This design comes from an exercise in tuning for small area, a short achievable clock period and few clock cycles on the open sky130 flow, not from production work.
In this exercise RTL edits were held to simulation tests only and were not proved equivalent to the original.
Power is estimated from default activity; no workload was simulated.

==> module systolic_matvec, before the edit <==
module systolic_matvec (
   input  logic         clk,
   input  logic         reset,
   input  logic         in_valid,
   output logic         in_ready,
   input  logic [15:0]  in_data,
   input  logic [127:0] in_weight,
   input  logic         in_last,
   output logic         out_valid,
   input  logic         out_ready,
   output logic [39:0]  out_data,
   output logic [2:0]   out_index,
   output logic         out_last,
   output logic         busy
);
   localparam int NC = 5;
   logic        ir;         
   logic        v1;         
   logic        l1;         
   logic        open_q;     
   logic        done_q;     
   logic        fresh_q;    
   logic        gate_q;     
   logic        bval;       
   logic [2:0]  k;          
   logic [7:0]  ksel;       
   logic        ov;         
   logic        busy_q;
   logic        accept, xfer, mv;
   logic        l1_n, open_n, done_n, fresh_n, bval_n, ov_n, gate_n;
   assign accept = in_valid & ir & reset;
   assign xfer   = done_q & ~bval;
   assign mv     = bval & (~ov | out_ready);
   always_comb begin
      l1_n    = accept & in_last;
      open_n  = accept ? ~in_last : open_q;
      done_n  = l1 ? 1'b1 : (xfer ? 1'b0 : done_q);
      fresh_n = v1 ? 1'b0 : (fresh_q | xfer);
      bval_n  = xfer ? 1'b1 : ((mv && ksel[7]) ? 1'b0 : bval);
      ov_n    = mv ? 1'b1 : (out_ready ? 1'b0 : ov);
      gate_n  = ~reset | fresh_n | (done_n & ~bval_n);
   end
   logic [7:0] one_e, two_e, neg_e;
   always_comb begin
      for (int j = 0; j < 8; j++) begin
         logic bh, bm, bl;
         bh = in_data[2*j+1];
         bm = in_data[2*j];
         bl = (j > 0) ? in_data[2*j-1] : 1'b0;
         one_e[j] = accept & (bm ^ bl);
         two_e[j] = accept & ((bh & ~bm & ~bl) | (~bh & bm & bl));
         neg_e[j] = accept & bh & ~(bm & bl);
      end
   end
   logic [7:0]    neg0;
   logic [39:0]   acc [8];
   logic [NC-1:0] cy  [8];
   for (genvar i = 0; i < 8; i++) begin : g_lane
      logic [7:0] neg_l;
      smv_lane u_lane (
         .clk   (clk),
         .one_n (one_e),
         .two_n (two_e),
         .neg_n (neg_e),
         .in_w  (in_weight[i*16 +: 16]),
         .gate_n(gate_n),
         .neg   (neg_l),
         .acc   (acc[i]),
         .cy    (cy[i])
      );
      if (i == 0) begin : g_neg0
         assign neg0 = neg_l;
      end
   end
   localparam logic [39:0] KCONST = 40'hffaaab0000;
   logic [39:0] c_acc;
   logic [39:0] kn;
   always_comb begin
      kn = KCONST;
      for (int j = 0; j < 8; j++)
         kn[2*j] = neg0[j];
   end
   always_ff @(posedge clk) begin
      c_acc <= (gate_q ? 40'd0 : c_acc) + kn;
   end
   logic [39:0]   b_acc [8];
   logic [NC-1:0] b_cy  [8];
   logic [39:0]   b_c;
   always_ff @(posedge clk) begin
      if (xfer) begin
         for (int i = 0; i < 8; i++) begin
            b_acc[i] <= acc[i];
            b_cy[i]  <= cy[i];
         end
         b_c <= c_acc;
      end
   end
   logic [39:0]   od;
   logic [2:0]    oi;
   logic          ol;
   logic [39:0]   m_acc;
   logic [NC-1:0] m_cy;
   logic [39:0]   cv;
   always_comb begin
      m_acc = '0;
      m_cy  = '0;
      for (int i = 0; i < 8; i++) begin
         m_acc = m_acc | (b_acc[i] & {40{ksel[i]}});
         m_cy  = m_cy  | (b_cy[i]  & {NC{ksel[i]}});
      end
   end
   always_comb begin
      cv = '0;
      cv[7] = m_cy[0];
      cv[13] = m_cy[1];
      cv[20] = m_cy[2];
      cv[27] = m_cy[3];
      cv[34] = m_cy[4];
   end
   always_ff @(posedge clk) begin
      if (mv) begin
         od <= m_acc + cv + b_c;
         oi <= k;
         ol <= ksel[7];
      end
   end
   always_ff @(posedge clk) begin
      if (!reset) begin
         ir      <= 1'b1;
         v1      <= 1'b0;
         l1      <= 1'b0;
         open_q  <= 1'b0;
         done_q  <= 1'b0;
         fresh_q <= 1'b1;
         gate_q  <= 1'b1;
         bval    <= 1'b0;
         k       <= 3'd0;
         ksel    <= 8'd1;
         ov      <= 1'b0;
         busy_q  <= 1'b0;
      end else begin
         v1      <= accept;
         l1      <= l1_n;
         open_q  <= open_n;
         done_q  <= done_n;
         fresh_q <= fresh_n;
         gate_q  <= gate_n;
         bval    <= bval_n;
         if (xfer) begin
            k    <= 3'd0;
            ksel <= 8'd1;
         end else if (mv) begin
            k    <= k + 3'd1;
            ksel <= {ksel[6:0], ksel[7]};
         end
         ov      <= ov_n;
         ir      <= ~((done_n & (l1_n | bval_n)) | (l1_n & bval_n));
         busy_q  <= open_n | l1_n | done_n | bval_n | ov_n;
      end
   end
   assign in_ready  = ir;
   assign out_valid = ov;
   assign out_data  = od;
   assign out_index = oi;
   assign out_last  = ol;
   assign busy      = busy_q;
endmodule
export LEC_CHECK = 0
export CAP_MARGIN = 20
export CORE_MARGIN = 2
export CORE_UTILIZATION = 40
export SLEW_MARGIN = 60
export SYNTH_HIERARCHICAL = 1
create_clock -name core_clock -period 11.0 [get_ports {clk}]
standard.sh (not shown) runs the stock make flow with config.mk's settings and CLKGATE_MAP_FILE= SYNTH_SCRIPT=/design/flow/synth_recipe.tcl, a recipe that flattens the netlist after the stock synthesis.
==> flow/flow/run.sh <==
#!/bin/bash
# The standard layout (standard.sh: standard synthesis, floorplan, place,
# CTS, route, finish), with the timing-repair steps asked to leave 7 ns of setup
# slack at the design's 11 ns clock, so that they work on the slow paths.
# make's full output goes to flow_standard.log; each ORFS step also keeps its
# own log under orfs/logs/.
set -euo pipefail
bash standard.sh SETUP_SLACK_MARGIN=7 finish > flow_standard.log 2>&1
Testbench counts at the start, summed over its fixed seeds: cycles 7,183.
Change:
--- a/flow/design.v
+++ b/flow/design.v
@@ -640,26 +640,29 @@
    logic        done_q;     
    logic        fresh_q;    
    logic        gate_q;     
    logic        bval;       
    logic [2:0]  k;          
    logic [7:0]  ksel;       
+   logic        sv;         
    logic        ov;         
    logic        busy_q;
-   logic        accept, xfer, mv;
-   logic        l1_n, open_n, done_n, fresh_n, bval_n, ov_n, gate_n;
+   logic        accept, xfer, take_o, fill_s;
+   logic        l1_n, open_n, done_n, fresh_n, bval_n, sv_n, ov_n, gate_n;
    assign accept = in_valid & ir & reset;
    assign xfer   = done_q & ~bval;
-   assign mv     = bval & (~ov | out_ready);
+   assign take_o = sv & (~ov | out_ready);
+   assign fill_s = bval & (~sv | take_o);
    always_comb begin
       l1_n    = accept & in_last;
       open_n  = accept ? ~in_last : open_q;
       done_n  = l1 ? 1'b1 : (xfer ? 1'b0 : done_q);
       fresh_n = v1 ? 1'b0 : (fresh_q | xfer);
-      bval_n  = xfer ? 1'b1 : ((mv && ksel[7]) ? 1'b0 : bval);
-      ov_n    = mv ? 1'b1 : (out_ready ? 1'b0 : ov);
+      bval_n  = xfer ? 1'b1 : ((fill_s && k == 3'd7) ? 1'b0 : bval);
+      sv_n    = fill_s ? 1'b1 : (take_o ? 1'b0 : sv);
+      ov_n    = take_o ? 1'b1 : (out_ready ? 1'b0 : ov);
       gate_n  = ~reset | fresh_n | (done_n & ~bval_n);
    end
    logic [7:0] one_e, two_e, neg_e;
    always_comb begin
       for (int j = 0; j < 8; j++) begin
          logic bh, bm, bl;
@@ -711,39 +714,51 @@
             b_acc[i] <= acc[i];
             b_cy[i]  <= cy[i];
          end
          b_c <= c_acc;
       end
    end
+   logic [39:0]   sa;
+   logic [NC-1:0] sc;
+   logic [2:0]    si;
+   logic          sl;
    logic [39:0]   od;
    logic [2:0]    oi;
    logic          ol;
+   logic [39:0]   cv;
    logic [39:0]   m_acc;
    logic [NC-1:0] m_cy;
-   logic [39:0]   cv;
    always_comb begin
       m_acc = '0;
       m_cy  = '0;
       for (int i = 0; i < 8; i++) begin
          m_acc = m_acc | (b_acc[i] & {40{ksel[i]}});
          m_cy  = m_cy  | (b_cy[i]  & {NC{ksel[i]}});
       end
    end
+   always_ff @(posedge clk) begin
+      if (fill_s) begin
+         sa <= m_acc + b_c;
+         sc <= m_cy;
+         si <= k;
+         sl <= (k == 3'd7);
+      end
+   end
    always_comb begin
       cv = '0;
-      cv[7] = m_cy[0];
-      cv[13] = m_cy[1];
-      cv[20] = m_cy[2];
-      cv[27] = m_cy[3];
-      cv[34] = m_cy[4];
+      cv[7] = sc[0];
+      cv[13] = sc[1];
+      cv[20] = sc[2];
+      cv[27] = sc[3];
+      cv[34] = sc[4];
    end
    always_ff @(posedge clk) begin
-      if (mv) begin
-         od <= m_acc + cv + b_c;
-         oi <= k;
-         ol <= ksel[7];
+      if (take_o) begin
+         od <= sa + cv;
+         oi <= si;
+         ol <= sl;
       end
    end
    always_ff @(posedge clk) begin
       if (!reset) begin
          ir      <= 1'b1;
          v1      <= 1'b0;
@@ -752,12 +767,13 @@
          done_q  <= 1'b0;
          fresh_q <= 1'b1;
          gate_q  <= 1'b1;
          bval    <= 1'b0;
          k       <= 3'd0;
          ksel    <= 8'd1;
+         sv      <= 1'b0;
          ov      <= 1'b0;
          busy_q  <= 1'b0;
       end else begin
          v1      <= accept;
          l1      <= l1_n;
          open_q  <= open_n;
@@ -765,19 +781,20 @@
          fresh_q <= fresh_n;
          gate_q  <= gate_n;
          bval    <= bval_n;
          if (xfer) begin
             k    <= 3'd0;
             ksel <= 8'd1;
-         end else if (mv) begin
+         end else if (fill_s) begin
             k    <= k + 3'd1;
             ksel <= {ksel[6:0], ksel[7]};
          end
+         sv      <= sv_n;
          ov      <= ov_n;
          ir      <= ~((done_n & (l1_n | bval_n)) | (l1_n & bval_n));
-         busy_q  <= open_n | l1_n | done_n | bval_n | ov_n;
+         busy_q  <= open_n | l1_n | done_n | bval_n | sv_n | ov_n;
       end
    end
    assign in_ready  = ir;
    assign out_valid = ov;
    assign out_data  = od;
    assign out_index = oi;
Synthesized area rises by 2.0%.
Critical path depth decreases by 2.
Routed wire length fell by 0.59%.
Cell area barely changes.
Sequential power rises by 3.9%.
Global-route usage fell by 0.78 points.
Sequential share of layout area rose by 1.5 points.
Core utilization went down by 1.1 points.
Synthesized cell count went up by 1.7%.
Final cell count is higher by 0.31%.
Hold slack loses 0.011 ns.
Combinational power went down by 4.6%.
Power increases by 0.31%.
Fmax rose by 2.9%.
Testbench counts after the change, summed over its fixed seeds: cycles 7,191.

-- separate check: timing with driven ports --
Ports are ideal in the flow. The routed layouts listed here were re-timed in OpenROAD.
Step 1: set_driving_cell puts a clkbuf_16 on clk and a buf_2 on each other input, an assumption about the parent block.
Step 2 times the ports against the registers' clock, not the clock port: input delays grow and output delays shrink by t, the midpoint of the rising clock arrivals with the driver on.
Three values: no drivers, after step 1, after step 2; two values: the first two.
| run | t, ns | setup WS [ns] | worst setup path at the end | clock arrival spread, ns |
|---|---|---|---|---|
| the first run | 0.893 | 6.837 / 6.837 / 6.215 | input to register | 0.056 / 0.057 |
| the second run | 0.899 | 6.955 / 6.955 / 6.402 | input to register | 0.059 / 0.059 |
After both steps every run listed still meets setup and hold. For the first run, which loses most, drivers alone change the setup slack by 0.000 ns; drivers and shift together by -0.622 ns.
